This is an optimization exercise on Yosys and OpenROAD, whose aim is small area, a short achievable clock period and few clock cycles per item, not a production implementation.
At most, simulation tests tie the RTL to the original design; equivalence was not proved.
Only the layout flow was run in run 1; the RTL was not checked for function there.

## flow/design.v (module list and top-level ports; edited modules follow where they fit)
// module iter_multiplier: 1211 lines
module iter_multiplier (
    input  logic        clk,
    input  logic        rst_n,
    input  logic        mul_start,
    input  logic [63:0] a,
    input  logic [63:0] b,
    input  logic [1:0]  op,
    input  logic        word,
    input  logic        next,
    output logic [63:0] mul_result,
    output logic        mul_ok,
    output logic        busy
);
  // ...
==> flow/flow/run.sh <==
#!/bin/bash
set -e
export BUFFER_PORTS_ARGS="-buffer_cell sky130_fd_sc_hd__buf_2"
bash standard.sh > standard.log 2>&1
==> flow/standard.sh <==
#!/bin/bash
# synth_recipe.tcl (not shown) runs the flow's synth.tcl, then flattens the netlist and writes it again
# the make line also repeats each setting of config.mk as NAME=value (left out here)
make -C /OpenROAD-flow-scripts/flow DESIGN_CONFIG=/design/flow/config.mk WORK_HOME=/design/flow/orfs CLKGATE_MAP_FILE= SYNTH_SCRIPT=/design/flow/synth_recipe.tcl "${@:-finish}"
==> flow/config.mk <==
export PLATFORM = sky130hd
export DESIGN_NAME = iter_multiplier
export DESIGN_NICKNAME = iter_multiplier
export VERILOG_FILES = /design/flow/design.v
export SDC_FILE = /design/flow/constraint.sdc
export NUM_CORES = 4
export LEC_CHECK = 0
export CAP_MARGIN = 20
export CORE_MARGIN = 2
export CORE_UTILIZATION = 40
export SETUP_SLACK_MARGIN = 4.65
export SLEW_MARGIN = 20
==> flow/constraint.sdc <==
create_clock -name core_clock -period 7.5 [get_ports {clk}]
set_input_delay 1.5000 -clock core_clock [delete_from_list [all_inputs] [get_ports {clk}]]
set_output_delay 1.5000 -clock core_clock [all_outputs]
set_load 0.01 [all_outputs]
==> impl_metrics.toml, run 1 <==
[routing]
drcViolationCount = 0
routed-via-count = 21812
antenna_left = 0
via_per_inst = 5.96

[worst_setup_path]
worstPathArrival_ns = 3.52
crit_type = "reg -> reg"
crit_path_frequent_cell = "o21ai_1"
r2r_end = "b_q[50]"
crit_chain = "ha_4 > a211oi_2 > o21ai_1 > a211o_4 > clkinv_4 > a2bb2oi_4 > o21ai_1 > and3_1 > o31a_1 > o211ai_1 > a31oi_1"
worstPathRequired_ns = 7.78
timing.rr.start = "lo_c_q[0]"
endpoint_kind = "register"

[place]
hpwl_um = 65100
numPlacedInstances = 3493

[die]
die_h_um = 260

[clock_tree]
cts_tree = "yes"
insertion_delay_ns = 0.58
clkTransAtPathRegs_ns = 0.07
cts.path.max_buffers = 3
htreeDepth = 2

[logic_synthesis]
synth_top_family_by_area = "adder cells"
yosys.area_share.simple = 0.0918
synth-async-reset-ratio = 0.0127
synth_common_cells = "fa_1, a22oi_1, xnor2_1"
yosysMostFrequentCell = "fa_1"
syn-cell-area_sq_um = 26200

[layout]
stdcell_area_sq_um = 31000
syn_to_final_growth_pct = 18.5
layout-drive-gt1-share = 0.197
final_nets = 3252
bufAreaShareNonClock = 0.0709
seq_cell_count = 314
non_clock_buffer_count = 315

[sta]
finalWorstSetupSlack_ns = 4.26
rsz0062_at_grt = "yes"
fin_crit_sh = 0.432
fmax_ghz = 0.309

[global_route]
grt_util_met1 = 0.364
grt_max_degree = 130
grt_util_met2 = 0.410

[status]
outcome = "complete, no violations"

[min_path]
hp-class = "reg -> reg"
==> run 2, diff against run 1 <==
--- a/flow/design.v
+++ b/flow/design.v
@@ -16,34 +16,31 @@
     logic        a64_q, b64_q;
     logic [66:0] s_q, c_q;
     logic        cy_q;
     logic [7:0]  lo_s_q, lo_c_q;
     logic [3:0]  one_q, two_q, neg_q;       
     logic [3:0]  one_h_q, two_h_q, neg_h_q;  
     logic [2:0]  cnt_q;
     logic        word_q, fixop_q;
-    logic        fits_q;    
-    logic        half_q;    
     wire idle = !busy_q && !ok_q;
     wire calc = busy_q && !fix_q && !inc_q;
     wire a_sgn_in = (op != 2'b11);
     wire b_sgn_in = !op[1];
     wire a64_in   = a_sgn_in & a[63];
-    wire fits_in  = !word && (op == 2'b00) && (b[63:32] == {32{b[63]}});
     function automatic logic [2:0] benc(input logic x2, input logic x1, input logic x0);
         benc[0] = x1 ^ x0;                                   
         benc[1] = (x2 & ~x1 & ~x0) | (~x2 & x1 & x0);        
         benc[2] = x2;                                        
     endfunction
     logic [8:0] win;
     logic [3:0] one_d, two_d, neg_d;
     always_comb begin
         if (idle) win = b[8:0];
-        else      win = {((cnt_q == 3'd6 && !half_q) || (cnt_q == 3'd2 && fits_q)) ? b64_q : b_q[16], b_q[15:8]};
+        else      win = {(cnt_q == 3'd6 && !word_q) ? b64_q : b_q[16], b_q[15:8]};
         for (int i = 0; i < 4; i++) begin
             logic [2:0] e;
             e = benc(win[2*i+2], win[2*i+1], win[2*i]);
             one_d[i] = e[0];
             two_d[i] = e[1];
             neg_d[i] = e[2];
         end
     end
@@ -1123,57 +1120,49 @@
     assign hhc[27] = hhg4_26;
     assign hhc[28] = hhg4_27;
     assign hhc[29] = hhg4_28;
     assign hhc[30] = hhg4_29;
     assign hhc[31] = hhg4_30;
     assign hhc[32] = hhg4_31;
     wire [31:0] hh = hhp ^ hhc[31:0];
     wire c32 = hlc[32];
-    logic [63:0] b_d;
+    logic [63:0] b_d, b_e, b_sh;
     always_comb begin
-        b_d = b_q;
-        if (idle) begin
-            b_d = b;
-        end else if (inc_q) begin
-            b_d[63:32] = b_q[63:32] + 32'd1;
-        end else if (busy_q) begin
-            if (fix_q && fixop_q) begin
-                b_d = {hh, hl};
-            end else begin
-                b_d = {low9[7:0], b_q[63:8]};
-                if (half_q) b_d[31:24] = low9[7:0];
-                if (word_q && fix_q) b_d[63:32] = {32{low9[7]}};
-                if (fits_q && fix_q) b_d[63:32] = hl;
-            end
-        end
+        b_e = b_q;
+        if (idle) b_e = b;
+        else if (inc_q) b_e[63:32] = b_q[63:32] + 32'd1;
+        b_sh = {low9[7:0], b_q[63:8]};
+        if (word_q) b_sh[31:24] = low9[7:0];
+        if (word_q && fix_q) b_sh[63:32] = {32{low9[7]}};
+        if (fix_q && fixop_q) b_d = {hh, hl};
+        else if (busy_q && !inc_q) b_d = b_sh;
+        else b_d = b_e;
     end
-    wire last = half_q ? (cnt_q == 3'd3) : (cnt_q == 3'd7);
+    wire last = word_q ? (cnt_q == 3'd3) : (cnt_q == 3'd7);
     always_ff @(posedge clk) begin
         b_q <= b_d;
         if (idle) begin
             a_q     <= a;
             a64_q   <= a64_in;
             b64_q   <= b_sgn_in & b[63];
             s_q     <= {3'b000, b[0] ? ~a : 64'b0};
             c_q     <= {(b[0] & !a64_in) ? 3'b011 : 3'b100, 64'b0};
             cy_q    <= b[0];
             cnt_q   <= 3'd0;
             word_q  <= word;
-            fits_q  <= fits_in;
-            half_q  <= word || fits_in;
             fixop_q <= !word && (op != 2'b00);
         end else begin
             s_q    <= ts[74:8];
             c_q    <= tc[74:8];
-            lo_s_q <= ts[7:0];
-            lo_c_q <= tc[7:0];
             if (cnt_q != 3'd0 || fix_q) cy_q <= low9[8];
             cnt_q <= cnt_q + 3'd1;
         end
+        lo_s_q <= ts[7:0];    
+        lo_c_q <= tc[7:0];
         one_q <= one_d;
         two_q <= two_d;
         neg_q <= neg_d;
         one_h_q <= (calc && last) ? 4'b0 : one_d;
         two_h_q <= (calc && last) ? 4'b0 : two_d;
         neg_h_q <= (calc && last) ? 4'b0 : neg_d;
     end
     always_ff @(posedge clk or negedge rst_n) begin
==> flow/config.mk (replaced) <==
export PLATFORM = sky130hd
export DESIGN_NAME = iter_multiplier
export DESIGN_NICKNAME = iter_multiplier
export VERILOG_FILES = /design/flow/design.v
export SDC_FILE = /design/flow/constraint.sdc
export NUM_CORES = 4
export LEC_CHECK = 0
export CAP_MARGIN = 20
export CORE_MARGIN = 2
export CORE_UTILIZATION = 40
export SETUP_SLACK_MARGIN = 4.5
export SLEW_MARGIN = 20
==> run 2 against run 1 <==
Compared with the run above:
- critical path depth decreased by 2
- synthesized cell count decreased by 4.7%
- highest routed layer unchanged
- still clean on timing, DRC and antenna
==> impl_metrics.toml, run 2 <==
[status]
outcome = "complete, no violations"

[global_route]
grt_pass1_wl_um = 122000
grt_usage = 0.237
grt_max_degree = 149
grt_overflow = 0
grt_pass1_vias = 19953
antenna_found_initial = 13

[clock_tree]
cts_tree = "yes"
cts_root_buf = "clkbuf_16"
cts_sinks = 312
htreeDepth = 2
insertion_delay_ns = 0.57
clkTransAtPathRegs_ns = 0.06
cts.path.max_buffers = 3
cts_buffers = 38
hold_buffers = 0

[logic_synthesis]
synth_seq_cells = 312
synth_common_cells = "fa_1, a22oi_1, xor2_1"
synth_top_flop_cell = "dfxtp_1"
yosys_warnings = 1
synth_largest_area_cell = "fa_1"
yosysMostFrequentCell = "fa_1"
syn-num-nets = 2997
synth_seq_area_share = 0.300
synth-async-reset-ratio = 0.0128
syn_inst = 2513
syn_avg_cell_area_sq_um = 10.1
syn-cell-area_sq_um = 25300
synth_area_leaders = "fa_1, edfxtp_1, dfxtp_1"
synth_edf_count = 133
synth_cell_types = 76
yosysTopAreaCellShare = 0.210

[die]
core_area_sq_um = 62900
die_w_um = 256
dieArea_sq_um = 65400
start_util = 0.403
pin_count = 201
row_count = 92
die_h_um = 256

[routing]
routedWlPerCell_um = 22.7
routed-via-count = 19843
top_layer_used = "met5"
wl_met2_um = 34300
via_per_inst = 5.75
met3_length_um = 7540
antenna_left = 0
first_pass_iters = 6
wl_met1_um = 34800
drcViolationCount = 0
dr.first_iter.drc_count = 2062
routed_wl_um = 78100

[layout]
syn_to_final_growth_pct = 12.2
seq_area_sq_um = 7630
mostFrequentLayoutCell = "fa_1"
largest_reg_flops = 67
layout-drive-gt1-share = 0.144
multi_input_area_sq_um = 16400
regMostFlops = "c_q"
layout_common_cells = "fa_1, a22oi_1, xor2_1"
fillCellCount = 5946
reg_top3 = "c_q: 67 flops, s_q: 65 flops"
final_nets = 3051

[worst_setup_path]
start_kind = "register"
ff2ff_path_depth = 9
worstPathRequired_ns = 7.81
crit_fanout = 5
timing.rr.start = "c_q[2]"
r2r_end = "b_q[14]"
endpoint_kind = "register"
worstPathArrival_ns = 3.24
rrSetupSlack_ns = 4.57
crit_type = "reg -> reg"

[sta]
fin_tns_setup_ns = 0
finClkSkew_ns = 0.0209
fmax_ghz = 0.341
min_period_ns = 2.93
tightest_slew_ns = 1.09
maxSlewViolCount = 0
finalWorstSetupSlack_ns = 4.57
hold_ws_ns = 0.413
hold_viol = 0
relSlewSlack = 0.272
fin_crit_sh = 0.391
setup_viol = 0
rsz0062_at_grt = "yes"

[min_path]
hold-path-endpoint = "lo_s_q[0]"
hold_depth = 0
hp-start = "s_q[0]"
hp-class = "reg -> reg"

[flow_run]
cap_violations = 0

[place]
preCtsSetupSlack_ns = 4.20
portBuffers = 200
hpwl_um = 56800
place_congestion = 0.911
## run 2: cell count changes in the layout (fill, tap and decap cells not counted), sizes merged, moves of 18 or more
cell    delta
a21oi     -45
buf       -70
edfxtp    -18
nand2     +21
o22ai     -23
xnor2     -80
xor2      +82
## run 2: worst max-delay path, stage by stage, from the launching register on
cell and delay [ns]:
dfxtp_1 0.31, ha_1 0.43, nand4_1 0.21, a2111o_1 0.55, a31oi_4 0.31, a221oi_4 0.11, o21bai_2 0.22, a21oi_2 0.11
xnor2_2 0.20, a21o_1 0.21
## run 2: cell type report
class | count | area share
multi-input combinational | 1797 | 0.577
sequential | 312 | 0.268
timing repair buffer | 240 | 0.0475
clock buffer | 50 | 0.0405
tap | 846 | 0.0372
inverter | 178 | 0.0239
clock inverter | 20 | 0.00528
antenna | 6 | 0.000528
## run 2: how the worst max path moves through the flow
stage,cells after the start,end,from
floorplan,8,c_q[11],neg_q[0]
global placement,12,b_q[63],s_q[32]
detailed placement,12,b_q[62],s_q[32]
CTS,10,b_q[6],lo_s_q[2]
global route,9,b_q[29],c_q[1]
finish,9,b_q[14],c_q[2]
## run 2: stage by stage
stage / area, sq um / cells / utilization
after global routing: 28400 / 3443 / 0.452
after global placement: 26700 / 3361 / 0.425
after floorplan: 25300 / 2513 / -
after CTS: 28200 / 3435 / 0.448
final: 28400 / 3449 / 0.453
after detailed placement: 26800 / 3362 / 0.426
## run 2: cell families after synthesis
group / after synthesis / share of synthesized area
mux: 17 / 0.00671
simple gates: 466 / 0.0905
buf+inv: 404 / 0.0623
xor+xnor: 355 / 0.123
fa+ha+maj: 349 / 0.251
flops: 312 / 0.300
compound gates: 610 / 0.167
## run 2: repair_timing
action	CTS	global route
gates resized for setup	16	45
buffers inserted	3	8
endpoints found under the hold margin	0	0
pin swaps	3	9
gates cloned	0	0
endpoints found under the setup margin	142	87
## run 2: routing by layer
metal | up-vias | GRT usage
met4 | 12 | 0.0458
met3 | 115 | 0.0529
met2 | 996 | 0.358
met5 | - | 0
li1 | 8742 | -
met1 | 9978 | 0.348
Testbench counts of run 2, summed over its fixed seeds: cycles 23,924, items 2,400.
==> run 3, diff against run 2 <==
--- a/flow/config.mk
+++ b/flow/config.mk
@@ -10,2 +10,4 @@
 export CORE_UTILIZATION = 40
+export CTS_CLUSTER_DIAMETER = 60
+export CTS_CLUSTER_SIZE = 24
 export SETUP_SLACK_MARGIN = 4.5
==> run 3 against run 2 <==
Compared with the run above:
- worst setup slack worse by 0.0093 ns
- core utilization down 0.29 points
- sequential share of layout area up 0.17 points
==> impl_metrics.toml, run 3 <==
[logic_synthesis]
yosys_warnings = 1
synth-async-reset-ratio = 0.0128
syn-cell-area_sq_um = 25300
syn-num-nets = 2997
synth_top_flop_cell = "dfxtp_1"
syn_avg_cell_area_sq_um = 10.1
yosysMostFrequentCell = "fa_1"
synth_seq_area_share = 0.300
syn_inst = 2513
synth_edf_count = 133
synth_area_leaders = "fa_1, edfxtp_1, dfxtp_1"
synth_largest_area_cell = "fa_1"
yosysTopAreaCellShare = 0.210
synth_cell_types = 76
synth_seq_cells = 312
synth_common_cells = "fa_1, a22oi_1, xor2_1"

[worst_setup_path]
worstPathRequired_ns = 7.90
start_kind = "register"
crit_chain = "ha_1 > nand4_1 > a2111o_1 > a31oi_4 > a221oi_4 > o21bai_2 > a21oi_2 > xnor2_2 > a21o_1"
endpoint_kind = "register"
worstPathArrival_ns = 3.33
cp_top_family = "compound AO/OA/AOI/OAI gates"
crit_path_max_incr_delay_ns = 0.55
crit_type = "reg -> reg"
crit_fanout = 5
path_buf_inv = 0
crit_slowest_cell = "a2111o_1"

[layout]
reg_top3 = "c_q: 67 flops, s_q: 65 flops"
layout-drive-gt1-share = 0.142
largest_reg_flops = 67
fillCellCount = 5943
layout_common_cells = "fa_1, a22oi_1, xor2_1"
regMostFlops = "c_q"
seq_area_sq_um = 7630
mostFrequentLayoutCell = "fa_1"
final_util = 0.450
syn_to_final_growth_pct = 11.5
multi_input_area_sq_um = 16400
final_nets = 3045

[sta]
finClkSkew_ns = 0.0177
maxSlewViolCount = 0
relSlewSlack = 0.263
fmax_ghz = 0.340
rsz0062_at_grt = "yes"
finalWorstSetupSlack_ns = 4.56
hold_viol = 0
setup_viol = 0
fin_crit_sh = 0.392
fin_tns_setup_ns = 0
tightest_slew_ns = 1.11
min_period_ns = 2.94

[die]
die_h_um = 256
core_area_sq_um = 62900
die_w_um = 256
pin_count = 201
dieArea_sq_um = 65400
row_count = 92
start_util = 0.403

[routing]
antenna_left = 0
routedWlPerCell_um = 22.6
first_pass_iters = 8
routed-via-count = 19736
dr.first_iter.drc_count = 1889
routed_wl_um = 77900
drcViolationCount = 0
via_per_inst = 5.74

[status]
outcome = "complete, no violations"

[clock_tree]
cts_buffers = 31
clkTransAtPathRegs_ns = 0.09
insertion_delay_ns = 0.63
cts_sinks = 312
cts.path.max_buffers = 3
cts_root_buf = "clkbuf_16"
cts_tree = "yes"
htreeDepth = 1

[place]
portBuffers = 200
place_congestion = 0.911
hpwl_um = 56800
preCtsSetupSlack_ns = 4.20

[global_route]
grt_max_degree = 149
grt_pass1_wl_um = 121000
grt_overflow = 0
antenna_found_initial = 13
grt_usage = 0.234
grt_pass1_vias = 19815

[flow_run]
cap_violations = 0

[min_path]
hp-class = "reg -> reg"
[run 3: cell count changes in the layout (fill, tap and decap cells not counted), sizes merged]
cell,delta
clkinvlp,-1
bufinv,-2
clkinv,-8
clkbuf,-17
inv,+17
[run 3: logic make-up after synthesis]
| group | Yosys count | synth area share |
|---|---|---|
| buffers and inverters | 404 | 0.0623 |
| xor gates and xnor gates | 355 | 0.123 |
| DFF | 312 | 0.300 |
| AOI/OAI and AO/OA | 610 | 0.167 |
| and+or+nand+nor | 466 | 0.0905 |
| adders and majority gates | 349 | 0.251 |
| muxes | 17 | 0.00671 |
[run 3: worst paths after layout]
check | startpoint | endpoint | slack, ns | cells past startpoint
setup reg to reg | c_q[2] | b_q[14] | 4.56 | 9
min in group asynchronous | rst_n | ok_q | 0.67 | 1
hold / removal | s_q[0] | lo_s_q[0] | 0.42 | 0
hold reg to reg | s_q[0] | lo_s_q[0] | 0.42 | 0
max in group asynchronous | rst_n | inc_q | 6.72 | 1
setup / recovery | c_q[2] | b_q[14] | 4.56 | 9
[run 3: worst register-to-register path, stage by stage (launching register included)]
cell,delay (ns)
dfxtp_1,0.31
ha_1,0.43
nand4_1,0.22
a2111o_1,0.55
a31oi_4,0.31
a221oi_4,0.11
o21bai_2,0.23
a21oi_2,0.11
xnor2_2,0.22
a21o_1,0.21
[run 3: metal layers]
metal | global-route usage | share of wire | vias up | wire length [um]
li1 | - | - | 8733 | -
met1 | 0.345 | 0.45 | 9907 | 34700
met2 | 0.355 | 0.44 | 976 | 34100
met3 | 0.0501 | 0.097 | 108 | 7550
met4 | 0.0432 | 0.018 | 12 | 1400
met5 | 0 | 0.00087 | - | 68
[run 3: area by class of cell]
cell class / count / share of cell area
clock buffers: 32 / 0.0283
clock inverters: 26 / 0.0116
inverters: 178 / 0.0239
multi-input cells: 1797 / 0.580
flip-flops and latches: 312 / 0.270
well taps: 846 / 0.0375
repair buffers: 241 / 0.0484
diodes: 6 / 0.000531
[run 3: through the flow]
step	hold slack [ns]	area, sq um	cells
detailed placement	0.392	26800	3362
finish	0.416	28300	3438
global placement	0.403	26700	3361
global route	0.431	28200	3432
floorplan	0.355	25300	2513
CTS	0.410	28000	3423
[run 3: what timing repair did]
item	in CTS	in global routing
gates resized for setup	16	47
cloned	0	1
pin swaps	3	9
endpoints found under the setup margin	146	99
hold endpoints to repair	0	0
hold buffers	0	0
buffers inserted	3	8
==> run 4, diff against run 3 <==
--- a/flow/config.mk
+++ b/flow/config.mk
@@ -12,2 +12,3 @@
 export CTS_CLUSTER_SIZE = 24
+export PLACE_DENSITY = 0.8
 export SETUP_SLACK_MARGIN = 4.5
==> run 4 against run 3 <==
Compared with the run above:
- flip-flop and latch count unchanged
- maximum frequency decreased by 0.18%
- hold slack improved by 0.0013 ns
- count of clock-buffer cells in the layout decreased by 4
- clock skew increased by 0.020 ns
- routed wire length decreased by 2.7%
==> impl_metrics.toml, run 4 <==
[status]
outcome = "complete, no violations"

[routing]
first_pass_iters = 7
drcViolationCount = 0
routed-via-count = 20179
routed_wl_um = 75800
antenna_left = 0
routedWlPerCell_um = 22.1
via_per_inst = 5.89
dr.first_iter.drc_count = 2591

[clock_tree]
insertion_delay_ns = 0.61
cts_tree = "yes"
cts_root_buf = "clkbuf_16"
htreeDepth = 1
clkTransAtPathRegs_ns = 0.09
cts_buffers = 26
cts.path.max_buffers = 3
cts_sinks = 312
hold_buffers = 0

[logic_synthesis]
synth_edf_count = 133
synth_seq_area_share = 0.300
synth_common_cells = "fa_1, a22oi_1, xor2_1"
syn_avg_cell_area_sq_um = 10.1
yosysMostFrequentCell = "fa_1"
synth_area_leaders = "fa_1, edfxtp_1, dfxtp_1"
synth_largest_area_cell = "fa_1"
syn_inst = 2513
yosys_warnings = 1
syn-cell-area_sq_um = 25300
synth_cell_types = 76
synth_seq_cells = 312
syn-num-nets = 2997
synth-async-reset-ratio = 0.0128
synth_top_flop_cell = "dfxtp_1"
yosysTopAreaCellShare = 0.210

[global_route]
grt_usage = 0.229
grt_overflow = 0
antenna_found_initial = 18
grt_max_degree = 97
grt_pass1_vias = 19857
grt_pass1_wl_um = 119000

[layout]
stdcell_count = 3424
largest_reg_flops = 67
stdcell_area_sq_um = 28100
mostFrequentLayoutCell = "fa_1"
reg_top3 = "c_q: 67 flops, s_q: 65 flops"
syn_to_final_growth_pct = 11.0
layout-drive-gt1-share = 0.143
layout_common_cells = "fa_1, a22oi_1, xor2_1"
fillCellCount = 5676
regMostFlops = "c_q"
final_util = 0.448
final_nets = 3039

[worst_setup_path]
endpoint_kind = "register"
worstPathArrival_ns = 3.22
crit_path_max_incr_delay_ns = 0.55
crit_chain = "ha_1 > nand4_1 > a2111o_1 > a31oi_1 > o21ai_0 > nand3_1 > a21oi_1 > xnor2_1 > o22ai_1"
start_kind = "register"
crit_fanout = 5
rrSetupSlack_ns = 4.56
crit_type = "reg -> reg"
worstPathRequired_ns = 7.78
crit_slowest_cell = "a2111o_1"

[place]
portBuffers = 200
hpwl_um = 54300
preCtsSetupSlack_ns = 3.84
place_congestion = 0.919
numPlacedInstances = 3361
dpl-instance-area_sq_um = 26700

[sta]
hold_ws_ns = 0.418
finClkSkew_ns = 0.0374
min_period_ns = 2.94
tightest_slew_ns = 0.993
fin_tns_setup_ns = 0
maxSlewViolCount = 0
hold_viol = 0
relSlewSlack = 0.338
finalWorstSetupSlack_ns = 4.56
rsz0062_at_grt = "yes"
setup_viol = 0
fin_crit_sh = 0.393
fmax_ghz = 0.340

[flow_run]
cap_violations = 0

[die]
dieArea_sq_um = 65400
die_h_um = 256
row_count = 92
start_util = 0.403
die_w_um = 256
core_area_sq_um = 62900
pin_count = 201

[min_path]
hp-class = "reg -> reg"
run 4: cell counts after synthesis:
Identical to the previous run, type by type.
run 4: kinds of logic after synthesis:
kind of cell | count (synthesis) | synth area share
compound gates | 610 | 0.167
xor+xnor | 355 | 0.123
simple gates | 466 | 0.0905
fa+ha+maj | 349 | 0.251
flops | 312 | 0.300
buf+inv | 404 | 0.0623
mux | 17 | 0.00671
run 4: worst paths after layout:
check,endpoint,depth (start not counted),from
max in group asynchronous,ok_q,1,rst_n
hold reg to reg,lo_c_q[0],0,c_q[0]
min in group asynchronous,busy_q,1,rst_n
setup reg to reg,b_q[29],9,s_q[3]
hold / removal,lo_c_q[0],0,c_q[0]
setup / recovery,b_q[29],9,s_q[3]
run 4: worst max-delay path, delay by kind of cell, from the launching register on:
family	cells	cell delay [ns]
xor gates and xnor gates	1	0.32
DFF	1	0.33
AOI/OAI and AO/OA	5	1.29
adders and majority gates	1	0.40
and+or+nand+nor	2	0.30
run 4: per-layer routing:
| layer | part of all wire | routed length [um] | global-route usage |
|---|---|---|---|
| met1 | 0.39 | 29800 | 0.316 |
| met2 | 0.44 | 33600 | 0.352 |
| met3 | 0.13 | 10000 | 0.0672 |
| met4 | 0.029 | 2200 | 0.0549 |
| met5 | 0.0022 | 169 | 0 |
run 4: timing repair:
action,in CTS,in global routing
setup endpoints to repair,196,116
buffers inserted,4,7
cloned,1,0
resized for setup,35,47
endpoints found under the hold margin,0,0
pin swaps,9,14
run 4: area by class of cell:
cell class | instances | area (sq um) | share of cell area
repair inverters | 1 | 8.76 | 0.000311
flip-flops and latches | 312 | 7630 | 0.271
repair buffers | 239 | 1340 | 0.0475
multi-input cells | 1797 | 16500 | 0.585
inverters | 178 | 684 | 0.0243
clock inverters | 20 | 275 | 0.00979
clock buffers | 28 | 659 | 0.0234
diodes | 3 | 7.51 | 0.000267
well taps | 846 | 1060 | 0.0376
==> run 5, diff against run 4 <==
--- a/flow/config.mk
+++ b/flow/config.mk
@@ -7,2 +7,3 @@
 export LEC_CHECK = 0
+export ABC_AREA = 1
 export CAP_MARGIN = 20
==> run 5 against run 4 <==
Compared with the run above:
- synthesized area up 2.4%
- global-route usage rose by 1.9 points
- still clean
- first-iteration DRC count grew 15%
- routed wire length up 12%
- register-to-register slack worse by 0.05 ns
- core utilization up 0.91 points
==> impl_metrics.toml, run 5 <==
[die]
core_area_sq_um = 64300
row_count = 93
dieArea_sq_um = 66900
die_h_um = 259
die_w_um = 259
start_util = 0.403
pin_count = 201

[routing]
antenna_left = 0
dr.first_iter.drc_count = 2980
first_pass_iters = 6
drcViolationCount = 0
wl_met1_um = 32100
top_layer_used = "met5"
met3_length_um = 11000
routed_wl_um = 85200
routed-via-count = 23312
via_per_inst = 5.72
routedWlPerCell_um = 20.9
wl_met2_um = 38400

[sta]
fin_tns_setup_ns = 0
min_period_ns = 3.00
rsz0062_at_grt = "yes"
fin_crit_sh = 0.399
maxSlewViolCount = 0
tightest_slew_ns = 1.04
fmax_ghz = 0.334
finalWorstSetupSlack_ns = 4.50
setup_viol = 0
relSlewSlack = 0.302
hold_viol = 0
finClkSkew_ns = 0.0252

[place]
portBuffers = 200
hpwl_um = 59600
preCtsSetupSlack_ns = 3.97
place_congestion = 0.969
dpl-instance-area_sq_um = 27600

[clock_tree]
htreeDepth = 1
insertion_delay_ns = 0.61
cts_tree = "yes"
cts.path.max_buffers = 3
hold_buffers = 0
cts_sinks = 312
clkTransAtPathRegs_ns = 0.09
cts_buffers = 28
cts_root_buf = "clkbuf_16"

[global_route]
grt_pass1_vias = 22672
grt_overflow = 0
antenna_found_initial = 13
grt_pass1_wl_um = 130000
grt_max_degree = 93
grt_usage = 0.248

[logic_synthesis]
yosysTopAreaCellShare = 0.205
syn-num-nets = 3518
synth_seq_area_share = 0.293
syn_inst = 3034
synth_area_leaders = "fa_1, edfxtp_1, dfxtp_1"
synth_top_flop_cell = "dfxtp_1"
synth_common_cells = "nand2_1, inv_1, o22ai_1"
synth_edf_count = 133
synth_cell_types = 49
yosys_warnings = 1
yosysMostFrequentCell = "nand2_1"
synth_largest_area_cell = "fa_1"
syn-cell-area_sq_um = 26000
syn_avg_cell_area_sq_um = 8.56
synth-async-reset-ratio = 0.0128
synth_seq_cells = 312

[worst_setup_path]
start_kind = "register"
crit_path_max_incr_delay_ns = 0.57
crit_chain = "buf_12 > clkinvlp_4 > buf_4 > o22ai_2 > xor2_1 > fa_1 > inv_1 > fa_1 > fa_1 > o22ai_1"
crit_fanout = 7
worstPathRequired_ns = 8.01
crit_type = "reg -> reg"
worstPathArrival_ns = 3.50
endpoint_kind = "register"
crit_slowest_cell = "fa_1"
crit_path_frequent_cell = "fa_1"

[layout]
largest_reg_flops = 67
regMostFlops = "c_q"
mostFrequentLayoutCell = "nand2_1"
layout-drive-gt1-share = 0.127
syn_to_final_growth_pct = 13.2
stdcell_area_sq_um = 29400
reg_top3 = "c_q: 67 flops, s_q: 65 flops"
layout_common_cells = "nand2_1, inv_1, o22ai_1"
final_nets = 3681

[status]
outcome = "complete, no violations"

[min_path]
hp-class = "reg -> reg"

[flow_run]
cap_violations = 0
run 5: cell count changes after synthesis, sizes merged, moves of 25 or more:
cell    before  now
o22ai        2  327
nand3b      67    0
a21oi       79  110
buf         41   80
nand2      153  523
inv        177  398
xnor2      112    7
o21ai      132  107
nand3       24  133
a22oi      257    3
xor2       243  277
nor2       139  250
clkbuf     185   63
run 5: per-layer routing:
layer / GRT usage / up-vias
met2: 0.393 / 1576
met3: 0.0731 / 306
met4: 0.0976 / 24
met1: 0.318 / 11071
met5: 0 / -
li1: - / 10335
run 5: kinds of logic after synthesis:
logic type      after synthesis  synth area share
simple gates                966             0.152
xor+xnor                    284            0.0958
buf+inv                     543            0.0818
fa+ha+maj                   349             0.245
flops                       312             0.293
compound gates              580             0.132
run 5: layout make-up:
type	count	area, sq um
Fill cell	5937	35000
Multi-Input combinational cell	2179	16300
Sequential cell	312	7620
Timing Repair Buffer	266	1650
Inverter	400	1570
Tap cell	855	1070
Clock buffer	33	803
Clock inverter	19	256
Timing Repair inverter	10	75.1
Antenna cell	1	2.50
run 5: worst paths after layout:
| path | slack (ns) | depth (start not counted) | start | endpoint |
|---|---|---|---|---|
| worst max-delay path | 4.50 | 10 | one_h_q[0] | s_q[58] |
| worst min-delay path | 0.39 | 0 | s_q[0] | lo_s_q[0] |
| worst max register to register | 4.50 | 10 | one_h_q[0] | s_q[58] |
| worst min register to register | 0.39 | 0 | s_q[0] | lo_s_q[0] |
| max in group asynchronous | 6.70 | 1 | rst_n | inc_q |
| min in group asynchronous | 0.68 | 1 | rst_n | ok_q |
run 5: per-stage QoR:
| stage | cells | hold WS (ns) | utilization |
|---|---|---|---|
| floorplan | 3034 | 0.355 | - |
| global placement | 3963 | 0.374 | 0.428 |
| detailed placement | 3964 | 0.374 | 0.428 |
| CTS | 4056 | 0.385 | 0.453 |
| global route | 4074 | 0.402 | 0.457 |
| finish | 4075 | 0.386 | 0.457 |
run 5: what timing repair did:
action                     in CTS  in global routing
pin swaps                       0                  6
setup buffers                  30                 18
gates resized for setup        31                 39
setup endpoints to repair     130                145
gates cloned                   10                  0
run 5: worst max-delay path: cells and delay by family (launching register included):
family                   cells  cell delay (ns)
XOR/XNOR                     1             0.12
adder cells (fa/ha/maj)      3             1.52
flip-flops                   1             0.38
AO/OA/AOI/OAI                2             0.45
buffers and inverters        4             0.43
==> run 6, diff against run 5 <==
==> flow/flow/run.sh (replaced) <==
#!/bin/bash
set -e
export BUFFER_PORTS_ARGS="-buffer_cell sky130_fd_sc_hd__buf_1"
bash standard.sh > standard.log 2>&1
--- a/flow/config.mk
+++ b/flow/config.mk
@@ -7,3 +7,2 @@
 export LEC_CHECK = 0
-export ABC_AREA = 1
 export CAP_MARGIN = 20
==> run 6 against run 5 <==
Compared with the run above:
- hold slack gained 0.022 ns
- core utilization fell by 1.5 points
- via count shrank 14%
- flip-flop and latch count did not move
- design area down 5.5%
- non-clock buffer count down 31
- count of clock-buffer cells in the layout is 7 lower
- still clean
- critical path depth unchanged
==> impl_metrics.toml, run 6 <==
[status]
outcome = "complete, no violations"

[global_route]
grt_pass1_vias = 20003
grt_overflow = 0
antenna_found_initial = 19
grt_pass1_wl_um = 118000
grt_max_degree = 105
grt_usage = 0.227

[logic_synthesis]
synth-async-reset-ratio = 0.0128
synth_top_flop_cell = "dfxtp_1"
yosysTopAreaCellShare = 0.210
syn-cell-area_sq_um = 25300
synth_common_cells = "fa_1, a22oi_1, xor2_1"
yosys_warnings = 1
synth_seq_area_share = 0.300
synth_largest_area_cell = "fa_1"
syn_avg_cell_area_sq_um = 10.1
synth_edf_count = 133
syn-num-nets = 2997
synth_cell_types = 76
syn_inst = 2513
synth_seq_cells = 312
synth_area_leaders = "fa_1, edfxtp_1, dfxtp_1"
yosysMostFrequentCell = "fa_1"

[routing]
routed_wl_um = 75700
drcViolationCount = 0
first_pass_iters = 6
routedWlPerCell_um = 22.2
dr.first_iter.drc_count = 2430
antenna_left = 0
routed-via-count = 20151
via_per_inst = 5.90

[layout]
largest_reg_flops = 67
regMostFlops = "c_q"
mostFrequentLayoutCell = "fa_1"
final_nets = 3033
layout_common_cells = "fa_1, a22oi_1, xor2_1"
reg_top3 = "c_q: 67 flops, s_q: 65 flops"
syn_to_final_growth_pct = 9.64
layout-drive-gt1-share = 0.0631

[clock_tree]
cts_sinks = 312
cts.path.max_buffers = 3
cts_root_buf = "clkbuf_16"
htreeDepth = 1
cts_tree = "yes"
cts_buffers = 25
insertion_delay_ns = 0.59
clkTransAtPathRegs_ns = 0.09

[sta]
finClkSkew_ns = 0.0213
fmax_ghz = 0.339
tightest_slew_ns = 1.16
hold_viol = 0
maxSlewViolCount = 0
rsz0062_at_grt = "yes"
setup_viol = 0
fin_tns_setup_ns = 0
min_period_ns = 2.95
relSlewSlack = 0.225
finalWorstSetupSlack_ns = 4.55
fin_crit_sh = 0.394

[worst_setup_path]
worstPathArrival_ns = 3.28
crit_fanout = 4
worstPathRequired_ns = 7.83
crit_type = "reg -> reg"
endpoint_kind = "register"
start_kind = "register"

[die]
die_w_um = 256
start_util = 0.403
die_h_um = 256
row_count = 92
pin_count = 201
dieArea_sq_um = 65400
core_area_sq_um = 62900

[place]
preCtsSetupSlack_ns = 3.97
portBuffers = 200
hpwl_um = 54600
place_congestion = 0.926

[flow_run]
cap_violations = 0

[min_path]
hp-class = "reg -> reg"
[run 6: per-stage QoR]
| step | utilization | hold slack [ns] | std cells | instance area, sq um |
|---|---|---|---|---|
| 2_1_floorplan | - | 0.355 | 2513 | 25300 |
| 3_3_place_gp | 0.421 | 0.387 | 3359 | 26500 |
| 3_5_place_dp | 0.421 | 0.389 | 3359 | 26500 |
| 4_1_cts | 0.438 | 0.403 | 3410 | 27500 |
| 5_1_grt | 0.442 | 0.409 | 3414 | 27800 |
| 6_report | 0.442 | 0.407 | 3418 | 27800 |
[run 6: per-layer routing]
metal  vias up  wire length, um  global-route usage
li1       8686                -                   -
met1      9936            29800               0.310
met2      1306            33900               0.353
met3       193             9680              0.0669
met4        30             2170              0.0562
met5         -              178                   0
[run 6: worst max-delay path: stages (launching register included)]
cell,delay (ns)
dfxtp_2,0.35
ha_4,0.26
a21o_1,0.19
a21o_1,0.21
a221oi_4,0.42
nand3_2,0.19
a31oi_4,0.27
o21bai_1,0.14
a21oi_1,0.19
xor2_1,0.36
o21ai_0,0.12
[run 6: cell families (layout without fill, tap and decap cells)]
family	count (synthesis)	after routing	synth area share
XOR/XNOR	355	355	0.123
AO/OA/AOI/OAI	610	610	0.167
buffers and inverters	404	459	0.0623
flip-flops	312	312	0.300
other	0	4	0
adder cells (fa/ha/maj)	349	349	0.251
AND/OR/NAND/NOR	466	466	0.0905
multiplexers	17	17	0.00671
[run 6: what timing repair did]
item / in CTS / in global routing
resized for setup: 30 / 47
buffers inserted: 5 / 4
endpoints found under the setup margin: 193 / 96
hold endpoints to repair: 0 / 0
pin swaps: 7 / 10
hold buffers: 0 / 0
[run 6: final cells by class]
cell class / count / area [sq um]
inverter: 178 / 684
multi-input combinational: 1797 / 16400
clock inverter: 20 / 278
timing repair buffer: 235 / 1060
fill: 5763 / 35100
sequential: 312 / 7630
tap: 846 / 1060
clock buffer: 26 / 629
antenna: 4 / 10.0
[run 6: path summary, 6_finish.rpt]
path	cells after the start	from	slack (ns)	to
setup / recovery	10	s_q[5]	4.55	b_q[19]
hold / removal	0	s_q[0]	0.41	lo_s_q[0]
setup reg to reg	10	s_q[5]	4.55	b_q[19]
hold reg to reg	0	s_q[0]	0.41	lo_s_q[0]
max in group asynchronous	1	rst_n	6.57	fix_q
min in group asynchronous	1	rst_n	0.73	inc_q
==> run 7, diff against run 6 <==
--- a/flow/config.mk
+++ b/flow/config.mk
@@ -12,2 +12,3 @@
 export CTS_CLUSTER_SIZE = 24
+export GPL_ROUTABILITY_DRIVEN = 0
 export PLACE_DENSITY = 0.8
==> run 7 against run 6 <==
Compared with the run above:
- maximum frequency unchanged
- synthesized cell count stayed put
- sequential share of layout area unchanged
- critical path type unchanged
==> impl_metrics.toml, run 7 <==
[sta]
tightest_slew_ns = 1.16
hold_viol = 0
finalWorstSetupSlack_ns = 4.55
hold_ws_ns = 0.407
setup_viol = 0
relSlewSlack = 0.225
maxSlewViolCount = 0
rsz0062_at_grt = "yes"
fmax_ghz = 0.339
finClkSkew_ns = 0.0213
fin_tns_setup_ns = 0
min_period_ns = 2.95
fin_crit_sh = 0.394

[min_path]
hold_depth = 0
hp-start = "s_q[0]"
hp-class = "reg -> reg"
hold-path-endpoint = "lo_s_q[0]"

[global_route]
antenna_found_initial = 19
grt_pass1_wl_um = 118000
grt_usage = 0.227
grt_pass1_vias = 20003
grt_max_degree = 105
grt_overflow = 0

[logic_synthesis]
syn-cell-area_sq_um = 25300
synth_edf_count = 133
synth_seq_area_share = 0.300
synth_compound_area_frac = 0.167
yosys_warnings = 1
synth_area_leaders = "fa_1, edfxtp_1, dfxtp_1"
syn_avg_cell_area_sq_um = 10.1
muxShareOfSynthArea = 0.00672
syn-num-nets = 2997
synth_top_flop_cell = "dfxtp_1"
synth_largest_area_cell = "fa_1"
synth_adder_area_share = 0.251
synth_top_family_by_area = "adder cells"
yosysTopAreaCellShare = 0.210
synth-async-reset-ratio = 0.0128
synthXorXnorAreaFrac = 0.123
yosys.area_share.simple = 0.0905
synth_cell_types = 76
synth_seq_cells = 312
syn_inst = 2513
synth_common_cells = "fa_1, a22oi_1, xor2_1"
yosysMostFrequentCell = "fa_1"

[flow_run]
cap_violations = 0

[place]
portBuffers = 200
preCtsSetupSlack_ns = 3.97
numPlacedInstances = 3359
dpl-instance-area_sq_um = 26500
hpwl_um = 54600

[worst_setup_path]
crit_chain = "ha_4 > a21o_1 > a21o_1 > a221oi_4 > nand3_2 > a31oi_4 > o21bai_1 > a21oi_1 > xor2_1 > o21ai_0"
crit_path_frequent_cell = "a21o_1"
crit_type = "reg -> reg"
crit_slowest_cell = "a221oi_4"
r2r_end = "b_q[19]"
endpoint_kind = "register"
start_kind = "register"
ff2ff_path_depth = 10
crit_fanout = 4
worstPathArrival_ns = 3.28
timing.rr.start = "s_q[5]"
crit_path_max_incr_delay_ns = 0.42
worstPathRequired_ns = 7.83
rrSetupSlack_ns = 4.55

[die]
start_util = 0.403
core_area_sq_um = 62900
die_h_um = 256
dieArea_sq_um = 65400
row_count = 92
pin_count = 201
die_w_um = 256

[routing]
wl_met1_um = 29800
top_layer_used = "met5"
first_pass_iters = 6
via_per_inst = 5.90
wl_met2_um = 33900
dr.first_iter.drc_count = 2430
drcViolationCount = 0
antenna_left = 0
met3_length_um = 9680
routed_wl_um = 75700
routedWlPerCell_um = 22.2
routed-via-count = 20151

[layout]
final_util = 0.442
stdcell_area_sq_um = 27800
reg_top3 = "c_q: 67 flops, s_q: 65 flops"
largest_reg_flops = 67
layout-drive-gt1-share = 0.0631
layout_common_cells = "fa_1, a22oi_1, xor2_1"
regMostFlops = "c_q"
mostFrequentLayoutCell = "fa_1"
final_nets = 3033
syn_to_final_growth_pct = 9.64
stdcell_count = 3418

[clock_tree]
cts_sinks = 312
htreeDepth = 1
cts_tree = "yes"
cts_root_buf = "clkbuf_16"
insertion_delay_ns = 0.59
hold_buffers = 0
clkTransAtPathRegs_ns = 0.09
cts.path.max_buffers = 3
cts_buffers = 25

[status]
outcome = "complete, no violations"
## run 7: critical path, delay by kind of cell (launching register included)
family,cells,cell delay [ns]
AO/OA/AOI/OAI,7,1.54
XOR/XNOR,1,0.36
adder cells (fa/ha/maj),1,0.26
flip-flops,1,0.35
AND/OR/NAND/NOR,1,0.19
## run 7: worst max path at each step
stage / start / to / slack, ns
2_1_floorplan: neg_q[0] / c_q[11] / 4.55
3_3_place_gp: busy_q / b_q[62] / 4.04
3_5_place_dp: busy_q / b_q[62] / 3.97
4_1_cts: s_q[32] / b_q[58] / 4.49
5_1_grt: s_q[13] / b_q[29] / 4.44
6_report: s_q[5] / b_q[19] / 4.55
## run 7: per-layer routing
layer | track usage | vias up
met2 | 0.353 | 1306
met5 | 0 | -
met3 | 0.0669 | 193
li1 | - | 8686
met1 | 0.310 | 9936
met4 | 0.0562 | 30
## run 7: layout make-up
| class | count | area [sq um] |
|---|---|---|
| inverters | 178 | 684 |
| flip-flops and latches | 312 | 7630 |
| clock buffers | 26 | 629 |
| fillers | 5763 | 35100 |
| clock inverters | 20 | 278 |
| diodes | 4 | 10.0 |
| well taps | 846 | 1060 |
| repair buffers | 235 | 1060 |
| multi-input cells | 1797 | 16400 |
## run 7: timing repair
item | 4_1_cts | 5_1_grt
buffers inserted | 5 | 4
pin swaps | 7 | 10
resized for setup | 30 | 47
endpoints found under the setup margin | 193 | 96
## run 7: logic make-up (layout without fill, tap and decap cells)
logic type      Yosys count  after routing
compound gates          610            610
simple gates            466            466
buf+inv                 404            459
xor+xnor                355            355
fa+ha+maj               349            349
flops                   312            312
mux                      17             17
other cells               0              4
==> run 8, diff against run 7 <==
--- a/flow/config.mk
+++ b/flow/config.mk
@@ -12,4 +12,3 @@
 export CTS_CLUSTER_SIZE = 24
-export GPL_ROUTABILITY_DRIVEN = 0
-export PLACE_DENSITY = 0.8
+export PLACE_DENSITY = 0.9
 export SETUP_SLACK_MARGIN = 4.5
==> run 8 against run 7 <==
Compared with the run above:
- design area is 0.31% lower
- sequential share of layout area is 0.091 points higher
- critical path type unchanged
- synthesized area unchanged
- largest cell class unchanged
- maximum frequency is 3.1% lower
- flip-flop and latch count stayed put
- hold slack gained 0.0051 ns
- register-to-register slack got worse by 0.09 ns
- routed wire length grew 4.2%
- still clean
- core utilization decreased by 0.14 points
- via count up 2.5%
==> impl_metrics.toml, run 8 <==
[die]
core_area_sq_um = 62900
die_w_um = 256
die_h_um = 256
row_count = 92
pin_count = 201
dieArea_sq_um = 65400
start_util = 0.403

[worst_setup_path]
crit_fanout = 4
worstPathArrival_ns = 3.33
crit_type = "reg -> reg"
crit_chain = "ha_2 > a21o_1 > or3_1 > o211ai_4 > o21bai_4 > a21oi_4 > nand2_1 > a31oi_2 > xor2_1 > o21ai_0"
path_buf_inv = 0
timing.rr.start = "c_q[37]"
worstPathRequired_ns = 7.79
start_kind = "register"
cp_top_family = "compound AO/OA/AOI/OAI gates"
crit_slowest_cell = "or3_1"
crit_path_max_incr_delay_ns = 0.38
ff2ff_path_depth = 10
r2r_end = "b_q[54]"
endpoint_kind = "register"
rrSetupSlack_ns = 4.45

[place]
portBuffers = 200
numPlacedInstances = 3360
place_congestion = 0.941
hpwl_um = 56000

[layout]
largest_reg_flops = 67
layout_common_cells = "fa_1, a22oi_1, xor2_1"
fillCellCount = 5591
mostFrequentLayoutCell = "fa_1"
layout-drive-gt1-share = 0.0581
reg_top3 = "c_q: 67 flops, s_q: 65 flops"
final_nets = 3032
regMostFlops = "c_q"
stdcell_count = 3415
syn_to_final_growth_pct = 9.30

[routing]
via_per_inst = 6.05
routedWlPerCell_um = 23.1
routed-via-count = 20653
first_pass_iters = 6
routed_wl_um = 78900
dr.first_iter.drc_count = 3219
drcViolationCount = 0
antenna_left = 0

[logic_synthesis]
syn-num-nets = 2997
syn_avg_cell_area_sq_um = 10.1
syn-cell-area_sq_um = 25300
synth_top_flop_cell = "dfxtp_1"
syn_inst = 2513
synth_largest_area_cell = "fa_1"
synth-async-reset-ratio = 0.0128
yosys_warnings = 1
synth_cell_types = 76
yosysTopAreaCellShare = 0.210
synth_common_cells = "fa_1, a22oi_1, xor2_1"
synth_edf_count = 133
yosysMostFrequentCell = "fa_1"
synth_seq_cells = 312
synth_area_leaders = "fa_1, edfxtp_1, dfxtp_1"
synth_seq_area_share = 0.300

[sta]
maxSlewViolCount = 0
rsz0062_at_grt = "yes"
fin_crit_sh = 0.407
relSlewSlack = 0.290
fin_tns_setup_ns = 0
tightest_slew_ns = 1.07
hold_ws_ns = 0.413
setup_viol = 0
hold_viol = 0
min_period_ns = 3.05
fmax_ghz = 0.328
finClkSkew_ns = 0.0220

[global_route]
grt_max_degree = 138
antenna_found_initial = 21
grt_pass1_wl_um = 120000
grt_pass1_vias = 20276
grt_overflow = 0
grt_usage = 0.232

[clock_tree]
htreeDepth = 1
cts_root_buf = "clkbuf_16"
cts.path.max_buffers = 3
cts_buffers = 25
clkTransAtPathRegs_ns = 0.10
insertion_delay_ns = 0.59
cts_tree = "yes"
cts_sinks = 312

[min_path]
hp-class = "reg -> reg"
hold-path-endpoint = "lo_c_q[0]"
hp-start = "c_q[0]"
hold_depth = 0

[status]
outcome = "complete, no violations"

[flow_run]
cap_violations = 0
-- run 8: layout make-up --
cell class	count	area (sq um)	share of cell area
Inverter	178	676	0.0244
Tap cell	846	1060	0.0382
Timing Repair Buffer	234	1050	0.0380
Sequential cell	312	7630	0.276
Clock inverter	17	235	0.00849
Antenna cell	3	7.51	0.000271
Multi-Input combinational cell	1797	16400	0.591
Clock buffer	28	658	0.0238
-- run 8: metal layers --
metal / up-vias / wire length, um / global-route usage
li1: 8682 / - / -
met1: 10003 / 28600 / 0.298
met2: 1627 / 35400 / 0.368
met3: 307 / 11300 / 0.0758
met4: 34 / 3320 / 0.0789
met5: - / 224 / 0
-- run 8: timing repair --
action | CTS | global route
setup buffers | 2 | 5
hold buffers | 0 | 0
endpoints found under the setup margin | 152 | 90
pin swaps | 4 | 15
cloned | 0 | 0
gates resized for setup | 20 | 39
-- run 8: how the worst max path moves through the flow --
stage / from / endpoint / slack (ns) / cells after the start
after detailed placement: one_h_q[0] / c_q[58] / 3.91 / 7
final: c_q[37] / b_q[54] / 4.45 / 10
after global routing: s_q[13] / b_q[19] / 4.33 / 10
after CTS: lo_s_q[2] / b_q[7] / 4.50 / 10
after global placement: one_h_q[0] / c_q[58] / 4.06 / 7
after floorplan: neg_q[0] / c_q[11] / 4.55 / 8
-- run 8: cells by family (layout without fill, tap and decap cells) --
family | count (synthesis) | count (layout) | share of synthesized area
AOI/OAI and AO/OA | 610 | 610 | 0.167
xor gates and xnor gates | 355 | 355 | 0.123
adders and majority gates | 349 | 349 | 0.251
buffers and inverters | 404 | 457 | 0.0623
DFF | 312 | 312 | 0.300
muxes | 17 | 17 | 0.00671
other | 0 | 3 | 0
and+or+nand+nor | 466 | 466 | 0.0905
-- run 8: stage by stage --
stage               cell area (sq um)  worst slack [ns]   util
floorplan                       25300              4.55      -
global placement                26500              4.06  0.421
detailed placement              26500              3.91  0.421
CTS                             27500              4.50  0.437
global route                    27700              4.33  0.441
finish                          27700              4.45  0.441
==> run 9, diff against run 8 <==
--- a/flow/config.mk
+++ b/flow/config.mk
@@ -9,6 +9,6 @@
 export CORE_MARGIN = 2
-export CORE_UTILIZATION = 40
+export CORE_UTILIZATION = 50
 export CTS_CLUSTER_DIAMETER = 60
 export CTS_CLUSTER_SIZE = 24
-export PLACE_DENSITY = 0.9
+export PLACE_DENSITY = 0.85
 export SETUP_SLACK_MARGIN = 4.5
==> run 9 against run 8 <==
Compared with the run above:
- final cell count shrank 4.9%
- count of clock-buffer cells in the layout grew 2
- register-to-register slack gained 0.08 ns
- first-iteration DRC count shrank 1.1%
- synthesized area is the same
- non-clock buffer count shrank 3
- via count shrank 0.67%
- core utilization grew 11 points
- synthesized cell count is the same
==> impl_metrics.toml, run 9 <==
[layout]
layout_common_cells = "fa_1, a22oi_1, xor2_1"
final_nets = 3034
layout-drive-gt1-share = 0.0591
mostFrequentLayoutCell = "fa_1"
largest_reg_flops = 67
seq_area_sq_um = 7630
syn_to_final_growth_pct = 9.07
regMostFlops = "c_q"
stdcell_count = 3246
reg_top3 = "c_q: 67 flops, s_q: 65 flops"
fillCellCount = 4160
multi_input_area_sq_um = 16400

[logic_synthesis]
synth_seq_cells = 312
synth_area_leaders = "fa_1, edfxtp_1, dfxtp_1"
synth_common_cells = "fa_1, a22oi_1, xor2_1"
synth_largest_area_cell = "fa_1"
synth_top_flop_cell = "dfxtp_1"
syn_inst = 2513
synth_edf_count = 133
yosysMostFrequentCell = "fa_1"
synth_cell_types = 76
syn_avg_cell_area_sq_um = 10.1
synth-async-reset-ratio = 0.0128
synth_seq_area_share = 0.300
syn-num-nets = 2997
syn-cell-area_sq_um = 25300
yosys_warnings = 1
yosysTopAreaCellShare = 0.210

[worst_setup_path]
cp_top_family = "compound AO/OA/AOI/OAI gates"
worstPathRequired_ns = 7.82
endpoint_kind = "register"
crit_chain = "ha_1 > a21oi_1 > o221ai_1 > a221oi_2 > inv_1 > a31oi_4 > o21bai_2 > a21oi_2 > nor4b_1 > a211o_1"
crit_type = "reg -> reg"
crit_path_max_incr_delay_ns = 0.39
path_buf_inv = 1
crit_fanout = 5
start_kind = "register"
crit_slowest_cell = "ha_1"
worstPathArrival_ns = 3.29

[clock_tree]
cts_tree = "yes"
cts.path.max_buffers = 3
htreeDepth = 1
cts_root_buf = "clkbuf_16"
cts_buffers = 29
hold_buffers = 0
clkTransAtPathRegs_ns = 0.09
insertion_delay_ns = 0.62
cts_sinks = 312

[die]
start_util = 0.506
die_w_um = 229
die_h_um = 229
dieArea_sq_um = 52500
row_count = 82
pin_count = 201
core_area_sq_um = 50100

[place]
numPlacedInstances = 3184
hpwl_um = 54200
place_congestion = 0.978
portBuffers = 200

[sta]
hold_ws_ns = 0.387
fin_crit_sh = 0.396
finClkSkew_ns = 0.0374
relSlewSlack = 0.304
fin_tns_setup_ns = 0
setup_viol = 0
maxSlewViolCount = 0
fmax_ghz = 0.337
hold_viol = 0
min_period_ns = 2.97
rsz0062_at_grt = "yes"
tightest_slew_ns = 1.04

[routing]
antenna_left = 0
via_per_inst = 6.32
routed_wl_um = 76700
first_pass_iters = 7
dr.first_iter.drc_count = 3182
routed-via-count = 20514
routedWlPerCell_um = 23.6
drcViolationCount = 0

[global_route]
grt_pass1_vias = 20720
grt_pass1_wl_um = 119000
met3_usage = 0.0787
grt_util_met1 = 0.389
antenna_found_initial = 9
grt_util_met2 = 0.441
grt_overflow = 0
top_usage_layer = "met2"
grt_usage = 0.287
grt_max_degree = 89

[status]
outcome = "complete, no violations"

[min_path]
hp-class = "reg -> reg"

[flow_run]
cap_violations = 0
-- run 9: changes by cell type in the layout (fill, tap and decap cells not counted), sizes merged --
cell | previous run | this run
buf | 233 | 230
clkbuf | 29 | 31
diode | 3 | 1
clkinv | 4 | 5
clkinvlp | 0 | 1
inv | 190 | 196
-- run 9: cell families after synthesis --
| logic type | after synthesis | share of synthesized area |
|---|---|---|
| compound gates | 610 | 0.167 |
| simple gates | 466 | 0.0905 |
| buf+inv | 404 | 0.0623 |
| xor+xnor | 355 | 0.123 |
| fa+ha+maj | 349 | 0.251 |
| flops | 312 | 0.300 |
| mux | 17 | 0.00671 |
-- run 9: per-layer routing --
layer  wire length, um  vias to the layer above  part of all wire
li1                  -                     8693                 -
met5               112                        -            0.0015
met1             29200                     9965              0.38
met3             10400                      281              0.14
met2             33900                     1559              0.44
met4              3020                       16             0.039
-- run 9: timing repair --
item	in CTS	in global routing
pin swaps	5	9
cloned	1	0
endpoints found under the hold margin	0	0
endpoints found under the setup margin	224	46
setup buffers	3	2
resized for setup	25	36
-- run 9: path summary, 6_finish.rpt --
kind	depth (start not counted)	to	from	slack [ns]
max	10	b_q[26]	s_q[13]	4.53
min	0	lo_c_q[0]	c_q[0]	0.39
max reg2reg	10	b_q[26]	s_q[13]	4.53
min reg2reg	0	lo_c_q[0]	c_q[0]	0.39
max in group asynchronous	1	inc_q	rst_n	6.62
min in group asynchronous	1	busy_q	rst_n	0.69
-- run 9: stage by stage --
| stage | cell area (sq um) | worst slack (ns) | utilization |
|---|---|---|---|
| 2_1_floorplan | 25300 | 4.55 | - |
| 3_3_place_gp | 26200 | 4.02 | 0.524 |
| 3_5_place_dp | 26200 | 3.87 | 0.524 |
| 4_1_cts | 27400 | 4.52 | 0.548 |
| 5_1_grt | 27600 | 4.41 | 0.552 |
| 6_report | 27600 | 4.53 | 0.552 |
-- run 9: area by class of cell --
cell class | instances | share of cell area
Inverter | 178 | 0.0248
Antenna cell | 1 | 0.0000905
Clock inverter | 24 | 0.0118
Timing Repair Buffer | 231 | 0.0374
Timing Repair inverter | 1 | 0.000317
Clock buffer | 30 | 0.0264
Multi-Input combinational cell | 1797 | 0.593
Tap cell | 672 | 0.0304
Sequential cell | 312 | 0.276
==> run 10, diff against run 9 <==
--- a/flow/config.mk
+++ b/flow/config.mk
@@ -9,7 +9,7 @@
 export CORE_MARGIN = 2
-export CORE_UTILIZATION = 50
+export CORE_UTILIZATION = 40
 export CTS_CLUSTER_DIAMETER = 60
 export CTS_CLUSTER_SIZE = 24
-export PLACE_DENSITY = 0.85
-export SETUP_SLACK_MARGIN = 4.5
+export PLACE_DENSITY = 0.8
+export SETUP_SLACK_MARGIN = 4.55
 export SLEW_MARGIN = 20
==> run 10 against run 9 <==
Compared with the run above:
- still clean on timing, DRC and antenna
- hold slack better by 0.020 ns
- worst setup slack better by 0.0063 ns
- synthesized cell count stayed put
- critical path type unchanged
==> impl_metrics.toml, run 10 <==
[status]
outcome = "complete, no violations"

[place]
hpwl_um = 54100
place_congestion = 0.928
numPlacedInstances = 3360
portBuffers = 200
dpl-instance-area_sq_um = 26500

[clock_tree]
cts_tree = "yes"
cts_buffers = 28
insertion_delay_ns = 0.61
cts.path.max_buffers = 3
htreeDepth = 1
cts_sinks = 312
clkTransAtPathRegs_ns = 0.10
cts_root_buf = "clkbuf_16"

[routing]
routedWlPerCell_um = 22.3
routed_wl_um = 76600
via_per_inst = 5.89
routed-via-count = 20254
antenna_left = 0
dr.first_iter.drc_count = 2609
first_pass_iters = 9
drcViolationCount = 0

[layout]
stdcell_count = 3438
reg_top3 = "c_q: 67 flops, s_q: 65 flops"
largest_reg_flops = 67
stdcell_area_sq_um = 28200
layout_common_cells = "fa_1, a22oi_1, xor2_1"
layout-drive-gt1-share = 0.0719
mostFrequentLayoutCell = "fa_1"
final_util = 0.448
final_nets = 3050
syn_to_final_growth_pct = 11.2
regMostFlops = "c_q"
fillCellCount = 5732

[min_path]
hp-class = "reg -> reg"

[worst_setup_path]
timing.rr.start = "s_q[3]"
cp_top_family = "compound AO/OA/AOI/OAI gates"
crit_chain = "ha_1 > nand4_1 > a2111o_1 > nand3_2 > a31oi_4 > buf_4 > xnor2_1 > nor2_1 > a31oi_1"
worstPathRequired_ns = 7.90
path_depth = 9
start_kind = "register"
rrSetupSlack_ns = 4.54
ff2ff_path_depth = 9
crit_type = "reg -> reg"
r2r_end = "b_q[16]"
crit_end = "b_q[16]"
endpoint_kind = "register"
crit_fanout = 5
crit_path_max_incr_delay_ns = 0.55
crit_slowest_cell = "a2111o_1"
worstPathArrival_ns = 3.36
crit_start = "s_q[3]"
path_buf_inv = 1

[sta]
fmax_ghz = 0.337
hold_viol = 0
relSlewSlack = 0.377
rsz0062_at_grt = "yes"
min_period_ns = 2.96
setup_viol = 0
fin_crit_sh = 0.395
tightest_slew_ns = 0.935
maxSlewViolCount = 0
finClkSkew_ns = 0.0317
fin_tns_setup_ns = 0

[flow_run]
cap_violations = 0

[global_route]
grt_overflow = 0
grt_usage = 0.225
grt_pass1_vias = 19751
antenna_found_initial = 20
grt_max_degree = 162
grt_pass1_wl_um = 117000

[die]
die_h_um = 256
dieArea_sq_um = 65400
pin_count = 201
core_area_sq_um = 62900
start_util = 0.403
row_count = 92
die_w_um = 256

[logic_synthesis]
yosys_warnings = 1
synth-async-reset-ratio = 0.0128
synth_area_leaders = "fa_1, edfxtp_1, dfxtp_1"
synth_common_cells = "fa_1, a22oi_1, xor2_1"
syn-cell-area_sq_um = 25300
syn_avg_cell_area_sq_um = 10.1
yosysTopAreaCellShare = 0.210
syn_inst = 2513
synth_cell_types = 76
syn-num-nets = 2997
synth_largest_area_cell = "fa_1"
synth_top_flop_cell = "dfxtp_1"
synth_seq_cells = 312
synth_seq_area_share = 0.300
yosysMostFrequentCell = "fa_1"
synth_edf_count = 133
==> run 10: cell counts after synthesis <==
No cell type changed its count.
==> run 10: timing repair <==
| item | CTS | global route |
|---|---|---|
| gates resized for setup | 34 | 61 |
| endpoints found under the setup margin | 155 | 54 |
| pin swaps | 4 | 27 |
| buffers inserted | 4 | 18 |
| hold buffers | 0 | 0 |
==> run 10: worst min path at each step <==
stage	startpoint	endpoint	slack, ns	cells after the start
floorplan	c_q[0]	lo_c_q[0]	0.35	0
global placement	s_q[0]	lo_s_q[0]	0.39	0
detailed placement	s_q[0]	lo_s_q[0]	0.39	0
CTS	s_q[0]	lo_s_q[0]	0.41	0
global route	s_q[0]	lo_s_q[0]	0.40	0
finish	s_q[0]	lo_s_q[0]	0.41	0
==> run 10: stage by stage <==
| stage | hold WS, ns | setup slack (ns) |
|---|---|---|
| finish | 0.407 | 4.54 |
| global placement | 0.386 | 4.02 |
| detailed placement | 0.392 | 4.17 |
| CTS | 0.405 | 4.55 |
| floorplan | 0.355 | 4.55 |
| global route | 0.404 | 4.49 |
==> run 10: per-layer routing <==
metal	track usage	up-vias	wire [um]
li1	-	8724	-
met5	0	-	175
met4	0.0588	30	2350
met1	0.305	9960	29700
met3	0.0672	194	9870
met2	0.351	1346	34500
==> run 10: kinds of logic after synthesis <==
group                      Yosys count  synth area share
adders and majority gates          349             0.251
xor gates and xnor gates           355             0.123
and+or+nand+nor                    466            0.0905
AOI/OAI and AO/OA                  610             0.167
DFF                                312             0.300
buffers and inverters              404            0.0623
muxes                               17           0.00671
==> run 10: cell type report <==
class                   count  area [sq um]  share of cell area
multi-input cells        1797         16500               0.586
clock buffers              32           779              0.0277
well taps                 846          1060              0.0376
repair buffers            249          1220              0.0433
clock inverters            20           270             0.00959
flip-flops and latches    312          7640               0.271
diodes                      4          10.0            0.000355
inverters                 178           681              0.0242
==> run 10: worst register-to-register path, stage by stage, from the launching register on <==
cell and delay (ns):
dfxtp_1 0.31, ha_1 0.43, nand4_1 0.20, a2111o_1 0.55, nand3_2 0.19, a31oi_4 0.14
buf_4 0.18, xnor2_1 0.35, nor2_1 0.10, a31oi_1 0.32

-- port drivers added, routing unchanged --
The flow's constraints put no driver on any port. The routed layouts listed below were extracted and timed again, unchanged, in two steps.
Step 1 assumes that a clkbuf_16 drives the clock port and a buf_2 every other input.
Step 2 moves the port delays by t, midway between the first and last clock arrival at a register: inputs arrive t later, outputs are due t later. That takes back most of the time a late clock gives input paths.
Slacks: ideal ports / drivers / drivers and shift; pairs: ideal ports / drivers.
run | t, ns | setup WS [ns] | hold WS [ns] | slew at the worst register clock pin (ns)
run 1 | 0.627 | 4.260 / 4.260 / 4.260 | 0.451 / 0.451 / 0.451 | 0.07 / 0.07
run 2 | 0.623 | 4.571 / 4.571 / 4.517 | 0.413 / 0.413 / 0.413 | 0.07 / 0.07
run 3 | 0.683 | 4.561 / 4.555 / 4.536 | 0.416 / 0.416 / 0.416 | 0.09 / 0.09
run 4 | 0.652 | 4.556 / 4.556 / 4.483 | 0.418 / 0.418 / 0.418 | 0.10 / 0.10
run 5 | 0.664 | 4.504 / 4.504 / 4.310 | 0.386 / 0.386 / 0.386 | 0.09 / 0.09
run 6 | 0.639 | 4.546 / 4.546 / 4.086 | 0.407 / 0.407 / 0.407 | 0.10 / 0.10
run 7 | 0.639 | 4.546 / 4.546 / 4.086 | 0.407 / 0.407 / 0.407 | 0.10 / 0.10
run 8 | 0.642 | 4.451 / 4.451 / 4.275 | 0.413 / 0.413 / 0.413 | 0.10 / 0.10
run 9 | 0.661 | 4.530 / 4.530 / 4.381 | 0.387 / 0.387 / 0.387 | 0.09 / 0.09
run 10 | 0.657 | 4.537 / 4.537 / 4.286 | 0.407 / 0.407 / 0.407 | 0.10 / 0.10
After both steps every run listed still meets setup and hold.
